From an optimization exercise on the open Yosys and OpenROAD flow, aimed at small area and a short achievable clock period; shortcuts taken in it are not production practice.
Function was checked by simulation only, so behaviour that the tests miss may differ from the original.
No activity file was given, so power comes from the tool's default toggle rates.

// conv_top
module conv_top (
	input  logic    clk,
	input  logic    rst_n,
	input  logic    filter_valid,
	input  logic    image_valid,
	input  conv_pkg::sample_t in_data,
	output logic    out_valid,
	output conv_pkg::result_t out_data
);
Size in the first run: ~400 flip-flops, roughly 17,000 um^2 of cells after synthesis.
Settings: LEC_CHECK=0, ABC_CLOCK_PERIOD_IN_PS=2300, CAP_MARGIN=20, CORE_MARGIN=2, CORE_UTILIZATION=40, CTS_BUF_LIST=sky130_fd_sc_hd__clkbuf_16, CTS_CLUSTER_DIAMETER=150, CTS_CLUSTER_SIZE=25, SETUP_SLACK_MARGIN=2.2, SLEW_MARGIN=20, SYNTH_HIERARCHICAL=1; clock period 4.5 ns.
run.sh (not shown) runs the stock make flow with config.mk's settings and CLKGATE_MAP_FILE= SYNTH_SCRIPT=/design/flow/synth_recipe.tcl, a recipe that flattens the netlist after the stock synthesis.
Then changed:
ABC_CLOCK_PERIOD_IN_PS = 2000   (was 2300)
SETUP_SLACK_MARGIN = 2.5   (was 2.2)
=>
- cell count increases by 0.73%
- count of clock-buffer cells in the layout stays the same
- utilization increases by 1.3 points
Then changed:
ABC_CLOCK_PERIOD_IN_PS = 2300   (was 2000)
CTS_BUF_LIST = sky130_fd_sc_hd__clkbuf_8 sky130_fd_sc_hd__clkbuf_16   (was sky130_fd_sc_hd__clkbuf_16)
CTS_CLUSTER_DIAMETER = 200   (was 150)
CTS_CLUSTER_SIZE = 20   (was 25)
SETUP_SLACK_MARGIN = 2.2   (was 2.5)
- core utilization fell by 1.2 points
- synthesized cell count stays the same
- global-route usage went up by 0.18 points
- routed wire length increases slightly
- worst setup slack gets worse by 9.8 ps


Setup of P:
Another version of the RTL of conv_top (not shown whole).
Size: roughly 1100 cells after synthesis, about 0.017 mm^2 of cells after synthesis.
Settings: LEC_CHECK=0, ABC_CLOCK_PERIOD_IN_PS=1950, CAP_MARGIN=20, CORE_MARGIN=2, CORE_UTILIZATION=40, CTS_BUF_LIST=sky130_fd_sc_hd__clkbuf_16, CTS_CLUSTER_DIAMETER=150, CTS_CLUSTER_SIZE=25, SETUP_SLACK_MARGIN=2.55, SLEW_MARGIN=20, SYNTH_HIERARCHICAL=1; clock period 4.5 ns.
Input-level comparison between Q and P:
--- a/flow/config.mk
+++ b/flow/config.mk
@@ -6,5 +6,5 @@
 export NUM_CORES = 4
 export LEC_CHECK = 0
-export ABC_CLOCK_PERIOD_IN_PS = 1950
+export ABC_CLOCK_PERIOD_IN_PS = 2150
 export CAP_MARGIN = 20
 export CORE_MARGIN = 2
@@ -13,5 +13,5 @@
 export CTS_CLUSTER_DIAMETER = 150
 export CTS_CLUSTER_SIZE = 25
-export SETUP_SLACK_MARGIN = 2.55
+export SETUP_SLACK_MARGIN = 2.5
 export SLEW_MARGIN = 20
 export SYNTH_HIERARCHICAL = 1
### Flow results
Q: flow completed, timing, DRC and antenna clean
Q vs P: fraction of final layout cells with drive strength greater than 1 down
Fmax: Q lower than P
Delta (Q minus P): register-to-register slack fell 0.02 ns, fraction of met2 tracks used by global routing went down 0.76 points, sequential share of layout area saw an increase, final critical delay including setup and external delays shows an increase of 0.024 ns, post-route cell area fell 1.3%.
[compare] base=P new=Q: number of fill cells went up about 1.8%, layout net count held.
diff inputs: Q => R
--- a/flow/config.mk
+++ b/flow/config.mk
@@ -6,5 +6,5 @@
 export NUM_CORES = 4
 export LEC_CHECK = 0
-export ABC_CLOCK_PERIOD_IN_PS = 2150
+export ABC_CLOCK_PERIOD_IN_PS = 2050
 export CAP_MARGIN = 20
 export CORE_MARGIN = 2
@@ -13,5 +13,5 @@
 export CTS_CLUSTER_DIAMETER = 150
 export CTS_CLUSTER_SIZE = 25
-export SETUP_SLACK_MARGIN = 2.5
+export SETUP_SLACK_MARGIN = 2.45
 export SLEW_MARGIN = 20
 export SYNTH_HIERARCHICAL = 1
--- outcome ---
R ran to completion and came out clean on the timing, design-rule and antenna checks.
R vs Q on amount of wire on met2 after detailed routing: R is the lower one.
Max worst setup slack across Q and R: Q
Number of global-route vias before repair is higher on Q
After detailed routing, Q needs more wire than R.
Relative to Q, the total power measured on R has decreased by a few percent.
Synthesis-to-layout area growth (higher): Q
The wire length on met3 number comes out higher for R vs Q.
Q -> R: critical path depth delta 0, exact match
Summary: with Q as the reference, post-detailed-route wirelength per cell in R moved down slightly.
On worst hold slack after final layout, Q and R are basically level.
On number of cells in the finished layout apart from fillers: between Q and R, it ends up lower for R.
Setup changes, R to S
--- a/flow/config.mk
+++ b/flow/config.mk
@@ -6,5 +6,5 @@
 export NUM_CORES = 4
 export LEC_CHECK = 0
-export ABC_CLOCK_PERIOD_IN_PS = 2050
+export ABC_CLOCK_PERIOD_IN_PS = 2100
 export CAP_MARGIN = 20
 export CORE_MARGIN = 2
@@ -13,5 +13,5 @@
 export CTS_CLUSTER_DIAMETER = 150
 export CTS_CLUSTER_SIZE = 25
-export SETUP_SLACK_MARGIN = 2.45
+export SETUP_SLACK_MARGIN = 2.4
 export SLEW_MARGIN = 20
 export SYNTH_HIERARCHICAL = 1
==> comparison <==
Looking at the reports, S completed the entire flow and the layout it produced met the timing, design-rule and antenna checks.
Relative to R, sequential share of layout area has increased by 0.73 points in S.
R ended up with u_horizontal_filter.rt_s1[5] as its end point of the critical path; S ended up with u_horizontal_filter.rt_s1[10].
Going from R to S, wire length of the first global-routing pass went up by 1.8%; depth of the critical timing path with buffers and inverters included went up by 1; post-route worst hold slack went up by 0.0086 ns; core utilization of the finished layout went down by 0.63 points; worst endpoint data arrival time went up by 0.06 ns.
Comparing minimum period implied by the final worst setup slack for S and R, the bigger number came from S.

==> what the ideal ports hide <==
In the flow no input, the clock included, has a driving cell. The finished layouts below were timed again as built, in two steps.
Step 1 assumes that a clkbuf_16 drives the clock port and a buf_2 every other input.
Step 2 adds t to the input delays and takes it off the output delays; t is the mean of the earliest and latest rising clock arrival at the registers after step 1. Input paths then give back, and output paths get back, about the clock's delay inside the block.
a / b / c = no drivers / after step 1 / after step 2; a / b = the first two.
| run | t, ns | setup WS [ns] | latest minus earliest clock arrival (ns) | worst slew at a driven data input, ns | pins driven straight from the clock port |
|---|---|---|---|---|---|
| the first run of note 1 | 0.589 | 2.113 / 2.113 / 1.661 | 0.017 / 0.017 | 0.03 | 1 |
| the second run of note 1 | 0.575 | 2.118 / 2.118 / 1.669 | 0.021 / 0.021 | 0.03 | 1 |
| the third run of note 1 | 0.610 | 2.108 / 2.108 / 1.555 | 0.026 / 0.026 | 0.03 | 1 |
| P | 0.573 | 2.528 / 2.503 / 2.167 | 0.029 / 0.029 | 0.04 | 1 |
| Q | 0.579 | 2.504 / 2.478 / 2.154 | 0.033 / 0.033 | 0.05 | 1 |
| R | 0.577 | 2.485 / 2.443 / 2.161 | 0.032 / 0.031 | 0.05 | 1 |
| S | 0.575 | 2.448 / 2.420 / 2.169 | 0.040 / 0.041 | 0.05 | 1 |
After both steps setup and hold are still met in every run listed. The setup slack of the third run of note 1, which loses most, moves by 0.000 ns with the drivers and by -0.553 ns with both steps.
